Context: an optimization exercise on an open-source flow, tuned for small area. The choices shown serve that exercise and are no tape-out recipe.
In this exercise RTL edits were held to simulation tests only and were not proved equivalent to the original.
Power figures rest on the tool's default switching activity, not on a simulated workload.

## lane 1
Design local_move, start of the top module:
module local_move
(
    input  logic        clk,
    input  logic        rst_n,
    input  logic        clause_write,
    input  logic [1:0]  clause_index,
    input  logic [15:0] clause_data,
    input  logic [3:0]  clause_enable,
    input  logic [9:0]  current,
    input  logic [1:0]  bool_propose_enable,
    input  logic [1:0]  int_propose_enable,
    input  logic        start,
    output logic [11:0] gains,
    output logic [2:0]  best_gain,
    output logic [9:0]  best_assignment,
    output logic        done
);
    wire [15:0] wdata = {clause_data[15:4],
                         clause_data[3] & clause_data[2], clause_data[3] & ~clause_data[2],
                         clause_data[1] & clause_data[0], clause_data[1] & ~clause_data[0]};
    logic [15:0] cl0, cl1, cl2, cl3;
    logic [3:0]  cv;
    always_ff @(posedge clk)
    begin
        if (clause_write && clause_index == 2'd0) cl0 <= wdata;
        if (clause_write && clause_index == 2'd1) cl1 <= wdata;
        if (clause_write && clause_index == 2'd2) cl2 <= wdata;
        if (clause_write && clause_index == 2'd3) cl3 <= wdata;
    end
    always_ff @(posedge clk or negedge rst_n)
    begin
        if (!rst_n)
            cv <= '0;
        else if (clause_write)
            cv[clause_index] <= 1'b1;
    end
    wire [3:0] x  = current[3:0];
    wire [3:0] y  = current[7:4];
    wire       p0 = current[8];
    wire       p1 = current[9];
    wire       xw = (current[3:0] == 4'd7);   
    wire       yw = (current[7:4] == 4'd7);
    wire [3:0] sat0, sat1, sat2, sat3, sat4;
    wire [15:0] c_0 = cl0;
    wire [3:0] b_0 = c_0[7:4];
    wire [3:0] c0_0 = c_0[11:8];
    wire [3:0] c1_0 = c_0[15:12];
  ...
Size: ~120 flip-flops.
export LEC_CHECK = 0
export CAP_MARGIN = 20
export CORE_MARGIN = 2
export CORE_UTILIZATION = 85
export CTS_BUF_LIST = sky130_fd_sc_hd__clkbuf_8
export SLEW_MARGIN = 20
export SYNTH_HIERARCHICAL = 1
create_clock -name core_clock -period 12.0 [get_ports {clk}]
standard.sh (not shown) runs the stock make flow with config.mk's settings and CLKGATE_MAP_FILE= SYNTH_SCRIPT=/design/flow/synth_recipe.tcl, a recipe that flattens the netlist after the stock synthesis.
==> flow/flow/run.sh <==
#!/bin/bash
# Standard ORFS layout with two changes: the ports are buffered with the smallest
# plain buffer, and clock tree synthesis adds no dummy load cells.
set -euo pipefail
export BUFFER_PORTS_ARGS="-buffer_cell sky130_fd_sc_hd__buf_1"
export CTS_ARGS="-sink_clustering_enable -repair_clock_nets -buf_list sky130_fd_sc_hd__clkbuf_8 -dont_use_dummy_load"
bash standard.sh > standard.log 2>&1
The following lists how lane 2 was set up differently from lane 1:
- CORE_UTILIZATION: 85 -> 75
- CTS_BUF_LIST: sky130_fd_sc_hd__clkbuf_8 -> sky130_fd_sc_hd__clkbuf_4
--- a/flow/flow/run.sh
+++ b/flow/flow/run.sh
@@ -4,4 +4,4 @@
 set -euo pipefail
 export BUFFER_PORTS_ARGS="-buffer_cell sky130_fd_sc_hd__buf_1"
-export CTS_ARGS="-sink_clustering_enable -repair_clock_nets -buf_list sky130_fd_sc_hd__clkbuf_8 -dont_use_dummy_load"
+export CTS_ARGS="-sink_clustering_enable -repair_clock_nets -root_buf sky130_fd_sc_hd__clkbuf_16 -buf_list sky130_fd_sc_hd__clkbuf_4 -dont_use_dummy_load"
 bash standard.sh > standard.log 2>&1
Findings:
Lane 2 has completed all stages; timing, DRC and antenna checks passed. Compared with lane 1, in lane 2 clock network area share fell by 0.85 points, cell count saw an increase. Diff lane 2..lane 1 | placed cell area | negligible. Compared with lane 1, lane 2 ends up with less cell area. Across both runs, actual transition at the worst max-transition pin was lower for lane 2 than for lane 1. Compared with lane 1, in lane 2 worst max-slew margin expressed relative to the limit rose 1.6 points, placement row count has increased, wire length of the first global-routing pass lower, number of inserted filler cells in the final layout rose by 366.
Inputs modified between lane 2 and lane 3:
- a change of CTS_BUF_LIST from sky130_fd_sc_hd__clkbuf_4 to sky130_fd_sc_hd__clkbuf_8
==> flow/flow/run.sh <==
#!/bin/bash
# Standard ORFS layout with two changes: the ports are buffered with the smallest
# plain buffer, and clock tree synthesis adds no dummy load cells.
set -euo pipefail
export BUFFER_PORTS_ARGS="-buffer_cell sky130_fd_sc_hd__buf_1"
export CTS_ARGS="-sink_clustering_enable -repair_clock_nets -buf_list sky130_fd_sc_hd__clkbuf_8 -dont_use_dummy_load"
bash standard.sh > standard.log 2>&1
Results
Fraction of area in multi-input gates was higher in the run labelled lane 2. Lane 3 against lane 2; largest voltage drop on the vdd net is down by a little under 10%. Share of the clock period used by the worst path after layout (lane 3 over lane 2): increase, 0.44 points. Die area: lane 2 vs lane 3, no meaningful difference. Lane 3 vs lane 2: smallest setup slack after layout down in lane 3. Diff lane 3..lane 2 | number of instances on the worst hold path | unchanged. Per the comparison of lane 3 with lane 2, routed length on met3 climbed 8.1%; share of total power in combinational logic dropped 1.2 points; slew at the pin with the worst max-slew slack climbed 0.069 ns; post-route cell area climbed about 0.9%.
Inputs modified between lane 3 and lane 4:
- CTS_BUF_LIST: sky130_fd_sc_hd__clkbuf_8 -> sky130_fd_sc_hd__clkbuf_4
--- a/flow/flow/run.sh
+++ b/flow/flow/run.sh
@@ -4,4 +4,4 @@
 set -euo pipefail
 export BUFFER_PORTS_ARGS="-buffer_cell sky130_fd_sc_hd__buf_1"
-export CTS_ARGS="-sink_clustering_enable -repair_clock_nets -buf_list sky130_fd_sc_hd__clkbuf_8 -dont_use_dummy_load"
+export CTS_ARGS="-sink_clustering_enable -repair_clock_nets -buf_list sky130_fd_sc_hd__clkbuf_4 -sink_clustering_size 8 -sink_clustering_max_diameter 40 -dont_use_dummy_load"
 bash standard.sh > standard.log 2>&1
Findings:
- Via count ended up about 1.5% lower on lane 4 than on lane 3.
- Worst-case headroom to the max-slew limit (lower): lane 3
- Compared to lane 3, lane 4 leaves more free space in the core.
- Taking lane 3 as the reference, in lane 4 register-to-register slack moved up; mux share of post-synthesis cell area level; signal arrival time at the worst endpoint moved down; largest stage delay on the critical path moved up.
- Re global-route met3 utilization: lane 4 is 0.58 points down on lane 3.
- Status: post-place setup slack parity (lane 4, lane 3)
- Summary: with lane 3 as the reference, cell leakage power in lane 4 moved down slightly.
- Lane 4 vs lane 3 — first-pass GRT wire length dropped by a few percent

## static timing again, ports no longer ideal
The results above use ideal ports. As a check the final layouts listed here were re-extracted and re-timed, cells and wires unchanged.
Step 1 sets driving cells, clkbuf_16 on the clock port and buf_2 on the other inputs (assumed; they add their load-dependent delay and slew).
Step 2 times the ports against the registers' clock, not the clock port: input delays grow and output delays shrink by t, the midpoint of the rising clock arrivals with the driver on.
Three values: ideal, step 1, step 2; two values: the first two.
| run | t (ns) | setup WS [ns] | latest minus earliest clock arrival (ns) | worst slew at a driven data input, ns | cell pins on the clock port's net |
|---|---|---|---|---|---|
| lane 1 | 0.488 | 1.455 / 1.471 / 0.983 | 0.032 / 0.032 | 0.04 | 1 |
| lane 2 | 0.407 | 1.568 / 1.592 / 1.185 | 0.052 / 0.052 | 0.04 | 1 |
| lane 3 | 0.483 | 1.515 / 1.533 / 1.050 | 0.033 / 0.033 | 0.04 | 1 |
| lane 4 | 0.581 | 1.753 / 1.765 / 1.184 | 0.052 / 0.052 | 0.04 | 1 |
After both steps setup and hold are still met in every run listed. For lane 4, which loses most, drivers alone change the setup slack by +0.012 ns; drivers and shift together by -0.569 ns.
